This design comes from an exercise in tuning for small area and a short achievable clock period on the open sky130 flow, not from production work. In this exercise RTL edits were held to simulation tests only and were not proved equivalent to the original. Power is estimated from default activity; no workload was simulated.

<file path="flow/run.sh">
#!/bin/bash
# synth_recipe.tcl (not shown) runs the flow's synth.tcl, then flattens the netlist and writes it again
# the make line also repeats each setting of config.mk as NAME=value (left out here)
make -C /OpenROAD-flow-scripts/flow DESIGN_CONFIG=/design/flow/config.mk WORK_HOME=/design/flow/orfs CLKGATE_MAP_FILE= SYNTH_SCRIPT=/design/flow/synth_recipe.tcl finish
</file>
<file path="flow/config.mk">
export PLATFORM = sky130hd
export DESIGN_NAME = rcu
export DESIGN_NICKNAME = rcu
export VERILOG_FILES = /design/flow/design.v
export SDC_FILE = /design/flow/constraint.sdc
export NUM_CORES = 4
export LEC_CHECK = 0
export CAP_MARGIN = 20
export CORE_MARGIN = 2
export CORE_UTILIZATION = 30
export SLEW_MARGIN = 20
</file>
<file path="flow/constraint.sdc">
create_clock -name core_clock -period 6.5 [get_ports {clk}]
set_input_delay 1.3000 -clock core_clock [delete_from_list [all_inputs] [get_ports {clk}]]
set_output_delay 1.3000 -clock core_clock [all_outputs]
set_load 0.01 [all_outputs]
</file>
<file path="flow/design.v">
`timescale 1ns/1ps
package rcu_cfg_pkg;
    localparam int arch_regs  = 32;
    localparam int phys_regs  = 32;
    localparam int preg_width = 5;
    localparam int rob_depth = 8;
    localparam int rob_width = 3;
    localparam int data_width = 64;
    localparam int pc_width   = 32;
    typedef logic [preg_width-1:0] preg_t;
    typedef logic [$clog2(arch_regs)-1:0] areg_t;
    typedef logic [rob_width-1:0] rob_line_t;
endpackage
`timescale 1ns/1ps
package rcu_op_pkg;
    typedef enum logic [1:0] {
        op_alu   = 2'd0,
        op_load  = 2'd1,
        op_store = 2'd2
    } op_kind_t;
endpackage
`timescale 1ns/1ps
import rcu_cfg_pkg::*;
module free_list (
    input  logic  clk,
    input  logic  reset,
    input  logic  trap,
    input  logic  alloc,
    input  logic  free_en,
    input  rcu_cfg_pkg::preg_t free_preg,
    input  logic  commit_alloc,
    output rcu_cfg_pkg::preg_t alloc_preg,
    output logic  empty
);
    rcu_cfg_pkg::preg_t               slots [phys_regs];
    logic [preg_width:0] rd_ptr;
    logic [preg_width:0] cm_rd_ptr;
    logic [preg_width:0] wr_ptr;
    logic [preg_width:0] count;
    logic                full;
    assign count      = wr_ptr - rd_ptr;
    assign empty      = (rd_ptr == wr_ptr);
    assign full       = (count == (preg_width + 1)'(phys_regs - 1));
    assign alloc_preg = slots[rd_ptr[preg_width-1:0]];
    always_ff @(posedge clk) begin
        if (reset) begin
            for (int i = 0; i < phys_regs - 1; i++) begin
                slots[i] <= rcu_cfg_pkg::preg_t'(i + 1);
            end
            rd_ptr    <= '0;
            cm_rd_ptr <= '0;
            wr_ptr    <= (preg_width + 1)'(phys_regs - 1);
        end else begin
            if (free_en) begin
                slots[wr_ptr[preg_width-1:0]] <= free_preg;
                wr_ptr <= wr_ptr + 1'b1;
            end
            if (commit_alloc) begin
                cm_rd_ptr <= cm_rd_ptr + 1'b1;
            end
            if (trap) begin
                rd_ptr <= commit_alloc ? cm_rd_ptr + 1'b1 : cm_rd_ptr;
            end else if (alloc) begin
                rd_ptr <= rd_ptr + 1'b1;
            end
        end
    end
endmodule
`timescale 1ns/1ps
import rcu_cfg_pkg::*;
module rename_table (
    input  logic  clk,
    input  logic  reset,
    input  logic  trap,
    input  logic  rename_en,
    input  rcu_cfg_pkg::areg_t rs1,
    input  rcu_cfg_pkg::areg_t rs2,
    input  rcu_cfg_pkg::areg_t rd,
    input  rcu_cfg_pkg::preg_t new_preg,
    input  logic  commit_en,
    input  rcu_cfg_pkg::areg_t commit_rd,
    input  rcu_cfg_pkg::preg_t commit_preg,
    output rcu_cfg_pkg::preg_t src1_preg,
    output rcu_cfg_pkg::preg_t src2_preg,
    output rcu_cfg_pkg::preg_t old_preg
);
    rcu_cfg_pkg::preg_t spec_map [arch_regs];
    rcu_cfg_pkg::preg_t cm_map   [arch_regs];
    assign src1_preg = spec_map[rs1];
    assign src2_preg = spec_map[rs2];
    assign old_preg  = spec_map[rd];
    always_ff @(posedge clk) begin
        if (reset) begin
            for (int i = 0; i < arch_regs; i++) begin
                spec_map[i] <= '0;
                cm_map[i]   <= '0;
            end
        end else begin
            if (commit_en) begin
                cm_map[commit_rd] <= commit_preg;
            end
            if (trap) begin
                for (int i = 0; i < arch_regs; i++) begin
                    spec_map[i] <= (commit_en && commit_rd == rcu_cfg_pkg::areg_t'(i)) ? commit_preg
                                                                          : cm_map[i];
                end
            end else if (rename_en) begin
                spec_map[rd] <= new_preg;
            end
        end
    end
endmodule
`timescale 1ns/1ps
import rcu_cfg_pkg::*;
module phys_regfile (
    input  logic                  clk,
    input  logic                  reset,
    input  rcu_cfg_pkg::preg_t                 rs1_preg,
    input  rcu_cfg_pkg::preg_t                 rs2_preg,
    input  logic                  wb_en,
    input  rcu_cfg_pkg::preg_t                 wb_preg,
    input  logic [data_width-1:0] wb_data,
    input  logic                  alloc_en,
    input  rcu_cfg_pkg::preg_t                 alloc_preg,
    output logic [data_width-1:0] rs1_data,
    output logic [data_width-1:0] rs2_data,
    output logic                  rs1_ready,
    output logic                  rs2_ready
);
    logic [data_width-1:0] data_q  [phys_regs];
    logic                  ready_q [phys_regs];
    logic                  wb_write;
    assign wb_write = wb_en && (wb_preg != '0);
    assign rs1_data  = (rs1_preg == '0) ? '0 : data_q[rs1_preg];
    assign rs2_data  = (rs2_preg == '0) ? '0 : data_q[rs2_preg];
    assign rs1_ready = (rs1_preg == '0) || ready_q[rs1_preg];
    assign rs2_ready = (rs2_preg == '0) || ready_q[rs2_preg];
    always_ff @(posedge clk) begin
        if (reset) begin
            for (int i = 0; i < phys_regs; i++) begin
                ready_q[i] <= 1'b1;
            end
        end else begin
            if (alloc_en) begin
                ready_q[alloc_preg] <= 1'b0;
            end
            if (wb_write) begin
                ready_q[wb_preg] <= 1'b1;
            end
        end
    end
    always_ff @(posedge clk) begin
        if (wb_write) begin
            data_q[wb_preg] <= wb_data;
        end
    end
endmodule
`timescale 1ns/1ps
import rcu_cfg_pkg::*;
import rcu_op_pkg::*;
module reorder_buffer (
    input  logic                clk,
    input  logic                reset,
    input  logic                trap,
    input  logic                dispatch_valid,
    input  rcu_op_pkg::op_kind_t            dispatch_kind,
    input  logic [pc_width-1:0] dispatch_pc,
    input  rcu_cfg_pkg::areg_t               dispatch_rd,
    input  logic                dispatch_uses_rd,
    input  rcu_cfg_pkg::preg_t               src1_preg,
    input  rcu_cfg_pkg::preg_t               src2_preg,
    input  rcu_cfg_pkg::preg_t               old_preg,
    input  rcu_cfg_pkg::preg_t               alloc_preg,
    input  logic                free_empty,
    input  logic                src_ready1,
    input  logic                src_ready2,
    input  logic                fu_ready,
    input  logic                wb_valid,
    input  rcu_cfg_pkg::rob_line_t           wb_rob_line,
    output logic                dispatch_ready,
    output logic                alloc,
    output logic                commit_alloc,
    output logic                free_en,
    output rcu_cfg_pkg::preg_t               free_preg,
    output rcu_cfg_pkg::preg_t               wb_preg,
    output rcu_cfg_pkg::preg_t               issue_prs1,
    output rcu_cfg_pkg::preg_t               issue_prs2,
    output logic                issue_valid,
    output rcu_op_pkg::op_kind_t            issue_kind,
    output rcu_cfg_pkg::rob_line_t           issue_rob_line,
    output rcu_cfg_pkg::preg_t               issue_prd,
    output logic                commit_valid,
    output logic [pc_width-1:0] commit_pc,
    output rcu_cfg_pkg::areg_t               commit_rd,
    output rcu_cfg_pkg::preg_t               commit_prd
);
    rcu_op_pkg::op_kind_t            kind_q  [rob_depth];
    logic [pc_width-1:0] pc_q    [rob_depth];
    rcu_cfg_pkg::areg_t               rd_q    [rob_depth];
    rcu_cfg_pkg::preg_t               prs1_q  [rob_depth];
    rcu_cfg_pkg::preg_t               prs2_q  [rob_depth];
    rcu_cfg_pkg::preg_t               prd_q   [rob_depth];
    rcu_cfg_pkg::preg_t               old_q   [rob_depth];
    logic [rob_depth-1:0] used_q;
    logic [rob_depth-1:0] issued_q;
    logic [rob_depth-1:0] finished_q;
    rcu_cfg_pkg::rob_line_t            tail_ptr;
    rcu_cfg_pkg::rob_line_t            iss_ptr;
    rcu_cfg_pkg::rob_line_t            cm_ptr;
    logic dispatch_fire;
    logic needs_preg;
    logic issue_fire;
    logic iss_store;
    assign dispatch_ready = !used_q[tail_ptr] && !free_empty;
    assign dispatch_fire  = dispatch_valid && dispatch_ready && !trap;
    assign needs_preg     = dispatch_uses_rd && (dispatch_rd != '0);
    assign alloc          = dispatch_fire && needs_preg;
    assign issue_prs1     = prs1_q[iss_ptr];
    assign issue_prs2     = prs2_q[iss_ptr];
    assign issue_kind     = kind_q[iss_ptr];
    assign issue_prd      = prd_q[iss_ptr];
    assign issue_rob_line = iss_ptr;
    assign iss_store      = (kind_q[iss_ptr] == op_store);
    assign issue_valid    = used_q[iss_ptr] && !issued_q[iss_ptr] && src_ready1 && src_ready2
                            && (!iss_store || iss_ptr == cm_ptr) && !trap;
    assign issue_fire     = issue_valid && fu_ready;
    assign wb_preg = prd_q[wb_rob_line];
    assign commit_valid = used_q[cm_ptr] && finished_q[cm_ptr];
    assign commit_pc    = pc_q[cm_ptr];
    assign commit_rd    = rd_q[cm_ptr];
    assign commit_prd   = prd_q[cm_ptr];
    assign free_preg    = old_q[cm_ptr];
    assign free_en      = commit_valid && (old_q[cm_ptr] != '0);
    assign commit_alloc = commit_valid && (prd_q[cm_ptr] != '0);
    always_ff @(posedge clk) begin
        if (dispatch_fire) begin
            kind_q[tail_ptr] <= dispatch_kind;
            pc_q[tail_ptr]   <= dispatch_pc;
            rd_q[tail_ptr]   <= needs_preg ? dispatch_rd : '0;
            prs1_q[tail_ptr] <= src1_preg;
            prs2_q[tail_ptr] <= src2_preg;
            prd_q[tail_ptr]  <= needs_preg ? alloc_preg : '0;
            old_q[tail_ptr]  <= needs_preg ? old_preg : '0;
        end
    end
    always_ff @(posedge clk) begin
        if (reset) begin
            used_q     <= '0;
            issued_q   <= '0;
            finished_q <= '0;
            tail_ptr   <= '0;
            iss_ptr    <= '0;
            cm_ptr     <= '0;
        end else if (trap) begin
            used_q     <= '0;
            issued_q   <= '0;
            finished_q <= '0;
            iss_ptr    <= tail_ptr;
            cm_ptr     <= tail_ptr;
        end else begin
            if (dispatch_fire) begin
                used_q[tail_ptr] <= 1'b1;
                tail_ptr         <= tail_ptr + 1'b1;
            end
            if (issue_fire) begin
                issued_q[iss_ptr] <= 1'b1;
                iss_ptr           <= iss_ptr + 1'b1;
            end
            if (wb_valid) begin
                finished_q[wb_rob_line] <= 1'b1;
            end
            if (commit_valid) begin
                used_q[cm_ptr]     <= 1'b0;
                issued_q[cm_ptr]   <= 1'b0;
                finished_q[cm_ptr] <= 1'b0;
                cm_ptr             <= cm_ptr + 1'b1;
            end
        end
    end
endmodule
`timescale 1ns/1ps
import rcu_cfg_pkg::*;
import rcu_op_pkg::*;
module rcu (
    input  logic                  clk,
    input  logic                  reset,
    input  logic                  trap,
    input  logic                  dispatch_valid,
    input  rcu_op_pkg::op_kind_t              dispatch_kind,
    input  logic [pc_width-1:0]   dispatch_pc,
    input  rcu_cfg_pkg::areg_t                 dispatch_rs1,
    input  rcu_cfg_pkg::areg_t                 dispatch_rs2,
    input  rcu_cfg_pkg::areg_t                 dispatch_rd,
    input  logic                  dispatch_uses_rd,
    output logic                  dispatch_ready,
    output logic                  issue_valid,
    output rcu_op_pkg::op_kind_t              issue_kind,
    output rcu_cfg_pkg::rob_line_t             issue_rob_line,
    output rcu_cfg_pkg::preg_t                 issue_prd,
    output logic [data_width-1:0] issue_rs1_data,
    output logic [data_width-1:0] issue_rs2_data,
    input  logic                  fu_ready,
    input  logic                  wb_valid,
    input  rcu_cfg_pkg::rob_line_t             wb_rob_line,
    input  logic [data_width-1:0] wb_data,
    output logic                  commit_valid,
    output logic [pc_width-1:0]   commit_pc,
    output rcu_cfg_pkg::areg_t                 commit_rd,
    output rcu_cfg_pkg::preg_t                 commit_prd
);
    logic  alloc;
    logic  free_empty;
    logic  free_en;
    logic  commit_alloc;
    logic  src_ready1;
    logic  src_ready2;
    rcu_cfg_pkg::preg_t alloc_preg;
    rcu_cfg_pkg::preg_t free_preg;
    rcu_cfg_pkg::preg_t src1_preg;
    rcu_cfg_pkg::preg_t src2_preg;
    rcu_cfg_pkg::preg_t old_preg;
    rcu_cfg_pkg::preg_t wb_preg;
    rcu_cfg_pkg::preg_t issue_prs1;
    rcu_cfg_pkg::preg_t issue_prs2;
    free_list u_free_list (
        .clk(clk), .reset(reset), .trap(trap),
        .alloc(alloc), .free_en(free_en), .free_preg(free_preg),
        .commit_alloc(commit_alloc), .alloc_preg(alloc_preg), .empty(free_empty)
    );
    rename_table u_rename_table (
        .clk(clk), .reset(reset), .trap(trap), .rename_en(alloc),
        .rs1(dispatch_rs1), .rs2(dispatch_rs2), .rd(dispatch_rd), .new_preg(alloc_preg),
        .commit_en(commit_valid), .commit_rd(commit_rd), .commit_preg(commit_prd),
        .src1_preg(src1_preg), .src2_preg(src2_preg), .old_preg(old_preg)
    );
    reorder_buffer u_reorder_buffer (
        .clk(clk), .reset(reset), .trap(trap),
        .dispatch_valid(dispatch_valid), .dispatch_kind(dispatch_kind),
        .dispatch_pc(dispatch_pc), .dispatch_rd(dispatch_rd),
        .dispatch_uses_rd(dispatch_uses_rd), .src1_preg(src1_preg), .src2_preg(src2_preg),
        .old_preg(old_preg), .alloc_preg(alloc_preg), .free_empty(free_empty),
        .src_ready1(src_ready1), .src_ready2(src_ready2), .fu_ready(fu_ready),
        .wb_valid(wb_valid), .wb_rob_line(wb_rob_line), .dispatch_ready(dispatch_ready),
        .alloc(alloc), .commit_alloc(commit_alloc), .free_en(free_en),
        .free_preg(free_preg), .wb_preg(wb_preg), .issue_prs1(issue_prs1),
        .issue_prs2(issue_prs2), .issue_valid(issue_valid), .issue_kind(issue_kind),
        .issue_rob_line(issue_rob_line), .issue_prd(issue_prd),
        .commit_valid(commit_valid), .commit_pc(commit_pc), .commit_rd(commit_rd),
        .commit_prd(commit_prd)
    );
    phys_regfile u_phys_regfile (
        .clk(clk), .reset(reset), .rs1_preg(issue_prs1), .rs2_preg(issue_prs2),
        .wb_en(wb_valid), .wb_preg(wb_preg), .wb_data(wb_data),
        .alloc_en(alloc), .alloc_preg(alloc_preg),
        .rs1_data(issue_rs1_data), .rs2_data(issue_rs2_data),
        .rs1_ready(src_ready1), .rs2_ready(src_ready2)
    );
endmodule
</file>
==> impl_metrics.json <==
{
  "status": "no timing/DRC/antenna violations",
  "drtPass1Iterations": 10,
  "slew_headroom_pct": 22.95,
  "grt_usage_pct": 20.34,
  "cts.sinks": 3094,
  "synth_ff_type": "edfxtp_1",
  "design_power_total_mw": 50.43,
  "vdd_drop_max_mv": 0.3048,
  "synthTopCellsByArea": "edfxtp_1 (61%), nand2_1 (11%), mux4_2 (5.2%)",
  "placed_cell_area_sq_mm": 0.1619,
  "finalWirelength_um": 532100,
  "finalSetupViolCount": 0,
  "fp.dieArea_sq_mm": 0.5003,
  "portBuffers": 305,
  "syn_to_final_growth_pct": 16.64,
  "async_reset_ff_share_pct": 0,
  "fin_util_pct": 35.09,
  "rows": 258,
  "grt.met2_usage_pct": 31.56,
  "critPathCaptureType": "primary output",
  "stdcell_count": 20290,
  "grt_antenna_before_repair": 53,
  "setup_slack_ns": 0.09605,
  "r2r-end": "u_rename_table.spec_map[28][3]",
  "rsz0062_at_grt": "no",
  "clk_pin_slew_ns": 0.06,
  "pwr-share-clk_pct": 37.7,
  "met1_usage_pct": 26.85,
  "fin_crit_ns": 6.404,
  "cts_max_path_buffers": 4,
  "core-area_sq_mm": 0.4933,
  "grt_first_pass_wirelength_um": 761000,
  "tns_ns": 0,
  "cts_htree_levels": 5,
  "min_path_cells": 2,
  "dr_total_vias": 115300,
  "viasPerCell": 5.681,
  "insertion_delay_ns": 1.04,
  "hold_end": "u_reorder_buffer.issued_q[6]",
  "ys_seq_elements": 3094,
  "yosysTopAreaCellShare_pct": 60.70,
  "critPathRequiredTime_ns": 5.20,
  "crit_type": "flip-flop to primary output",
  "reg2reg_slack_ns": 1.87,
  "crit_fanout": 29,
  "grt_pass1_vias": 109200,
  "globalplace.congestion": 0.8721,
  "drive_gt1_share_pct": 11.51,
  "yosysMostFrequentCell": "nand2_1",
  "overflow": 0,
  "combPwrFrac_pct": 17.7,
  "ios": 306,
  "worstPathArrival_ns": 5.10,
  "root_buffer": "clkbuf_16",
  "max_freq_ghz": 0.1562,
  "globalRoute.busiestLayer": "met2",
  "worstRegToRegCells": 8,
  "hold_path_class": "flip-flop to flip-flop",
  "final.setup_skew_ns": 0.1286,
  "die_w_um": 707.3,
  "hold_ws_ns": 0.4604,
  "die_h_um": 707.3,
  "cts_tree": "done",
  "grt_use_met3_pct": 4.921,
  "worstSetupStartpointType": "flip-flop",
  "p_int_mw": 35.92,
  "synth.avg_cell_area_sq_um": 11.08,
  "cts_hold_buf": 0,
  "maxCapViolations": 0,
  "crit-reg2reg-launch": "u_reorder_buffer.tail_ptr[0]",
  "detail_route.wl_per_cell_um": 26.22,
  "design_area_sq_mm": 0.1731,
  "ant_nets": 0,
  "yosysWarnings": 4,
  "ys_types": 71,
  "worstMarginPinSlew_ns": 1.156,
  "start_util_pct": 30.09,
  "p_leak_nw": 60.47,
  "post-place-ws_ns": 0.4864,
  "grt_max_degree": 112,
  "drt_first_iter_violations": 17630,
  "dp_cells": 19640,
  "synthCells": 13390,
  "slew_viol_final": 0,
  "fin_nets": 13650,
  "seq_power_share_pct": 44.6,
  "synth_area_leader_cell": "edfxtp_1",
  "hold_viol": 0,
  "hp-start": "u_reorder_buffer.issued_q[6]",
  "ys_top_cells_by_count": "nand2_1 (4,539), edfxtp_1 (3,000), nand3_1 (1,481)",
  "synth_seq_area_share_pct": 61.97,
  "powerDensity_mw_per_mm2": 291.3,
  "syn_area_sq_mm": 0.1484,
  "synth_edf_count": 3000,
  "cts_buffers": 341,
  "swShare_pct": 28.78,
  "dp_hpwl_um": 303600,
  "p_switching_mw": 14.51,
  "drc": 0,
  "min_period_over_period_pct": 98.52
}
power groups by stage:
stage | registers, mW | clock network, mW | logic [mW]
2_1_floorplan | 22.8 | 0 | 4.67
4_1_cts | 22.5 | 19.3 | 8.73
3_3_place_gp | 22.9 | 0 | 8.59
5_1_grt | 22.5 | 20.1 | 9.37
6_report | 22.5 | 19.0 | 8.92
3_5_place_dp | 22.9 | 0 | 8.63
state kept, by name, indices dropped and copies added (netlist names), 160 cells and up, named ones only:
signal and cells:
u_rename_table.spec_map 160, u_free_list.slots 160, u_reorder_buffer.pc_q 256, u_phys_regfile.data_q 2048, u_rename_table.cm_map 160
layout by cell type, fill, tap and decap left out, types with 15 or more instances in the layout:
cell type / synthesis / final
buf_12: 0 / 188
o21ai_0: 58 / 58
clkinv_1: 0 / 79
dfxtp_1: 94 / 86
a22o_1: 83 / 83
and3_1: 391 / 390
edfxtp_1: 3000 / 3000
nand4_1: 15 / 15
nand3_1: 1481 / 1480
buf_2: 241 / 33
xor2_1: 15 / 15
inv_1: 34 / 33
diode_2: 0 / 18
nand2_1: 4539 / 4533
o22ai_1: 119 / 119
nor2_4: 3 / 40
mux2_2: 70 / 67
clkbuf_16: 0 / 346
ha_1: 23 / 23
buf_4: 5 / 350
bufinv_16: 0 / 22
nor2_1: 393 / 354
clkdlybuf4s50_1: 0 / 256
o31ai_1: 75 / 75
a31oi_1: 219 / 219
conb_1: 1 / 64
clkbuf_1: 803 / 73
and2_1: 17 / 17
o41ai_1: 44 / 26
mux2i_1: 208 / 191
clkinv_2: 0 / 50
a21oi_1: 244 / 244
o41ai_2: 0 / 17
a311oi_1: 639 / 639
mux4_2: 340 / 337
nor3_1: 21 / 17
cells by family (layout without fill, tap and decap cells):
kind of cell / count (synthesis) / count (layout) / synth area share (%)
AOI/OAI and AO/OA: 1520 / 1520 / 7.574
xor gates and xnor gates: 29 / 29 / 0.1712
adders and majority gates: 23 / 23 / 0.1939
buffers and inverters: 1164 / 1483 / 3.195
DFF: 3094 / 3094 / 61.97
muxes: 633 / 635 / 7.231
other: 1 / 82 / 0.002527
and+or+nand+nor: 6925 / 6927 / 19.66
worst max path at each step:
stage | to | cells past startpoint | startpoint | slack, ns
after global placement | issue_rs2_data[53] | 8 | flip-flop | 0.48
after global routing | issue_rs1_data[17] | 9 | flip-flop | 0.007
after CTS | issue_rs2_data[63] | 12 | flip-flop | 0.004
after detailed placement | issue_rs2_data[15] | 10 | flip-flop | 0.49
after floorplan | u_reorder_buffer.kind_q[5][0] | 8 | u_reorder_buffer.tail_ptr[1] | -0.08
final | issue_rs2_data[15] | 12 | flip-flop | 0.1
repair_timing:
action / CTS / global route
gates cloned: 4 / 0
gates resized for setup: 26 / 1
pin swaps: 3 / 1
setup endpoints to repair: 73 / 44
buffers inserted: 10 / 5
layer usage:
metal / wire, um / vias up
met5: 139 / -
met2: 238000 / 7332
met3: 63290 / 1352
met1: 204200 / 57080
li1: - / 49500
met4: 26460 / 22
worst max-delay path: stages (launching register included):
cell             delay, ns
dfxtp_4               0.36
buf_12                0.16
mux2_4                0.37
mux4_4                0.64
buf_12                0.19
buf_12                0.18
buf_4                 0.25
and3_1                0.17
a311oi_1              0.24
a311oi_1              0.12
o41ai_2               0.66
buf_4                 0.24
clkdlybuf4s50_1       0.53
area by class of cell:
type | count | area (sq um)
Antenna cell | 18 | 45.04
Clock inverter | 191 | 1800
Inverter | 35 | 131.4
Multi-Input combinational cell | 9198 | 52760
Clock buffer | 422 | 8974
Sequential cell | 3094 | 91990
Timing Repair Buffer | 835 | 9269
Fill cell | 48010 | 320200
Tap cell | 6500 | 8133

[afterwards: timing with drivers on the ports]
Ports are ideal in the flow. The routed layout listed here was re-timed in OpenROAD. Step 1, drivers: a clkbuf_16 drives clk and a buf_2 each remaining input, both assumed. Step 2 times the ports against the registers' clock, not the clock port: input delays grow and output delays shrink by t, the midpoint of the rising clock arrivals with the driver on. Slacks: ideal / step 1 / step 2; pairs: ideal / step 1.
t, ns: 1.084
slack for setup (ns): 0.096 / -0.029 / 0.737
hold WS [ns]: 0.460 / 0.460 / 0.460
worst setup path at the end: input to register
worst slew at a driven data input, ns: 0.28
After both steps this run still meets setup and hold. For this run, drivers alone change the setup slack by -0.125 ns; drivers and shift together by +0.641 ns.
